This design comes from an exercise in tuning for small area, a short achievable clock period and few clock cycles per item on the open sky130 flow, not from production work. In this exercise RTL edits were held to simulation tests only and were not proved equivalent to the original. Power figures rest on the tool's default switching activity, not on a simulated workload.

Setup of JK:
## delimiter_text_splitter_core
module delimiter_text_splitter_core (
    input  logic        aclk,
    input  logic        aresetn,
    input  logic        cfg_we,
    input  logic [2:0]  cfg_addr,
    input  logic [31:0] cfg_wdata,
    input  logic        s_tvalid,
    output logic        s_tready,
    input  logic [7:0]  s_tdata,    
    input  logic        s_tlast,
    output logic        m_tvalid,
    input  logic        m_tready,
    output logic [47:0] m_tdata,    
    output logic [3:0]  m_tuser,    
    output logic        m_tlast
);
    logic [127:0] cfg_bytes;
    logic [11:0]  cfg_lens;
    logic [2:0]   cfg_count;
    logic [11:0]  leff;
    logic [5:0]   cfg_en;
    logic [31:0]  cfg_d0, cfg_d1, cfg_d2, cfg_d3;
    logic [11:0]  cfg_d4;
    logic [2:0]   cfg_d5;
    always_comb begin
        for (int k = 0; k < 6; k++) begin
            cfg_en[k] = !aresetn || (cfg_we && cfg_addr == 3'(k));
        end
        cfg_d0 = aresetn ? cfg_wdata : 32'h0000_0A0A;
        cfg_d1 = aresetn ? cfg_wdata : 32'h0000_000A;
        cfg_d2 = aresetn ? cfg_wdata : 32'h0000_0009;
  ...
Size: about 1200 cells after synthesis, ~310 flip-flops, roughly 100 I/O pins, ~0.014 mm^2 of cells after synthesis.
export LEC_CHECK = 0
export CAP_MARGIN = 20
export CORE_MARGIN = 2
export CORE_UTILIZATION = 25
export SLEW_MARGIN = 20
create_clock -name core_clock -period 16.0 [get_ports {aclk}]
standard.sh (not shown) runs the stock make flow with config.mk's settings and CLKGATE_MAP_FILE= SYNTH_SCRIPT=/design/flow/synth_recipe.tcl, a recipe that flattens the netlist after the stock synthesis.
==> flow/flow/run.sh <==
#!/bin/bash
# The standard layout with buf_2 port buffers, and timing repair aimed at a
# setup slack well above zero so that the layout's paths get sized for speed.
set -euo pipefail
bash standard.sh BUFFER_PORTS_ARGS="-buffer_cell sky130_fd_sc_hd__buf_2" SETUP_SLACK_MARGIN=11.9 TNS_END_PERCENT=100 finish > standard_flow.log 2>&1
JK closes out successfully: all stages finished, all timing, DRC and antenna checks passed.
Testbench counts of JK, summed over its fixed seeds: cycles 169,958, bytes 166,651.
[inputs] MS vs JK
# JK
export LEC_CHECK = 0
export CAP_MARGIN = 20
export CORE_MARGIN = 2
export CORE_UTILIZATION = 25
export SLEW_MARGIN = 20
create_clock -name core_clock -period 16.0 [get_ports {aclk}]
# MS
export LEC_CHECK = 0
export CAP_MARGIN = 20
export CORE_MARGIN = 2
export CORE_UTILIZATION = 50
export CTS_CLUSTER_DIAMETER = 80
export CTS_CLUSTER_SIZE = 24
export SLEW_MARGIN = 20
create_clock -name core_clock -period 16.0 [get_ports {aclk}]
[summary]
Between MS and JK, final wirelength is higher for JK, MS comes in under that.
Higher count of fill cells added during filler insertion goes to JK over MS.
Compared with JK, MS shows a number of cells on the worst hold path that is 1 higher.
MS vs JK, total clock buffers created by CTS went down by 13.
Comparing the two runs side by side, MS comes out ahead of JK on die area.
Between JK and MS, clock-cell share of area decreased.
Looking at power across both flows, MS is the stronger of the two, with JK trailing.
The clock-pin slew on the worst setup and hold paths number comes out lower for JK vs MS.
| final hold slack | MS vs JK | 0.0094 ns lower |
Relative to JK, the final cell area reported for MS is lower.
Against JK, final-stage net count in MS fell slightly.
### MS -> AL
# MS
export LEC_CHECK = 0
export CAP_MARGIN = 20
export CORE_MARGIN = 2
export CORE_UTILIZATION = 50
export CTS_CLUSTER_DIAMETER = 80
export CTS_CLUSTER_SIZE = 24
export SLEW_MARGIN = 20
create_clock -name core_clock -period 16.0 [get_ports {aclk}]
# AL
export LEC_CHECK = 0
export CAP_MARGIN = 20
export CORE_MARGIN = 2
export CORE_UTILIZATION = 25
export CTS_CLUSTER_DIAMETER = 80
export CTS_CLUSTER_SIZE = 24
export SLEW_MARGIN = 20
create_clock -name core_clock -period 16.0 [get_ports {aclk}]
==> summary.txt <==
Comparing AL with MS, the total congestion overflow after global routing came out essentially unchanged.
The maximum clock frequency of AL is lower than that of MS.
Status: total number of clock tree sinks parity (MS, AL)
Going from MS to AL, cell area grew by a few percent.
> inputs changed (AL -> TR)
# AL
export LEC_CHECK = 0
export CAP_MARGIN = 20
export CORE_MARGIN = 2
export CORE_UTILIZATION = 25
export CTS_CLUSTER_DIAMETER = 80
export CTS_CLUSTER_SIZE = 24
export SLEW_MARGIN = 20
create_clock -name core_clock -period 16.0 [get_ports {aclk}]
# TR
export LEC_CHECK = 0
export CAP_MARGIN = 20
export CORE_MARGIN = 2
export CORE_UTILIZATION = 50
export CTS_CLUSTER_DIAMETER = 80
export CTS_CLUSTER_SIZE = 24
export GPL_TIMING_DRIVEN = 1
export SLEW_MARGIN = 20
create_clock -name core_clock -period 16.0 [get_ports {aclk}]
==> comparison <==
- [TR] minimum clock period fell 0.074 ns relative to AL
- The largest voltage drop on the vdd net of TR is higher than that of AL.
- For the area share of buffers outside the clock network, TR came in 0.51 points lower than AL did.
- Wire length per cell after detailed routing came out higher on TR than on AL.
- Clock-buffer cell count: TR vs AL up about 24%
- From TR to AL, cell count along the critical path did not move at all.
- TR vs AL, instance count: TR lower
- TR reached the final stage; the timing, DRC and antenna checks on its layout passed.

---

== the reference run ==
delimiter_text_splitter_core again, from the RTL that the note above started with.
clock: 16.0 ns
lec_check: 0
cap_margin: 20
core_margin: 2
core_utilization: 50
cts_buf_list: sky130_fd_sc_hd__clkbuf_16
cts_cluster_diameter: 80
cts_cluster_size: 24
slew_margin: 20
Scripts as last shown in full above: flow/flow/run.sh
The reference run finished all stages; the layout is clean.
Testbench counts of the reference run, summed over its fixed seeds: cycles 169,958, bytes 166,651.
## Diff of input files: the trial run against the reference run
Settings: a change of CORE_UTILIZATION from 50 to 65; a change of CTS_CLUSTER_SIZE from 24 to 40; a change of CTS_CLUSTER_DIAMETER from 80 to 60; a deleted CTS_BUF_LIST that had been sky130_fd_sc_hd__clkbuf_16.
==> comparison <==
- The trial run has completed all stages; timing, DRC and antenna checks passed.
- Final-layout non-clock buffer area share, the reference run and the trial run: larger value in the reference run
- For the worst setup slack after layout, the trial run came in 71 ps lower than the reference run did.
- Against the reference run, die area in the trial run fell by more than 10%.
- Looking only at number of buffers inserted to repair setup after CTS, and setting everything else aside, the higher value of the reference run and the trial run goes to the reference run.
- In the trial run, the final critical-path required period came out 71 ps above the value in the reference run.

==> afterwards: timing with drivers on the ports <==
In the flow no input, the clock included, has a driving cell. The finished layouts below were timed again as built, in two steps. Step 1: set_driving_cell puts a clkbuf_16 on aclk and a buf_2 on each other input, an assumption about the parent block. Step 2 adds t to the input delays and takes it off the output delays; t is the mean of the earliest and latest rising clock arrival at the registers after step 1. Input paths then give back, and output paths get back, about the clock's delay inside the block. Three values: ideal, step 1, step 2; two values: the first two.
| run | t, ns | setup slack, ns | worst register clock-pin slew, ns | pins driven straight from the clock port |
|---|---|---|---|---|
| JK | 0.627 | 11.646 / 11.595 / 11.354 | 0.07 / 0.07 | 1 |
| MS | 0.562 | 11.763 / 11.713 / 11.446 | 0.11 / 0.11 | 1 |
| AL | 0.576 | 11.689 / 11.637 / 11.480 | 0.10 / 0.10 | 1 |
| TR | 0.562 | 11.763 / 11.713 / 11.446 | 0.11 / 0.11 | 1 |
| the reference run | 0.562 | 11.763 / 11.713 / 11.448 | 0.10 / 0.10 | 1 |
| the trial run | 0.589 | 11.692 / 11.645 / 11.430 | 0.10 / 0.10 | 1 |
After both steps setup and hold are still met in every run listed.
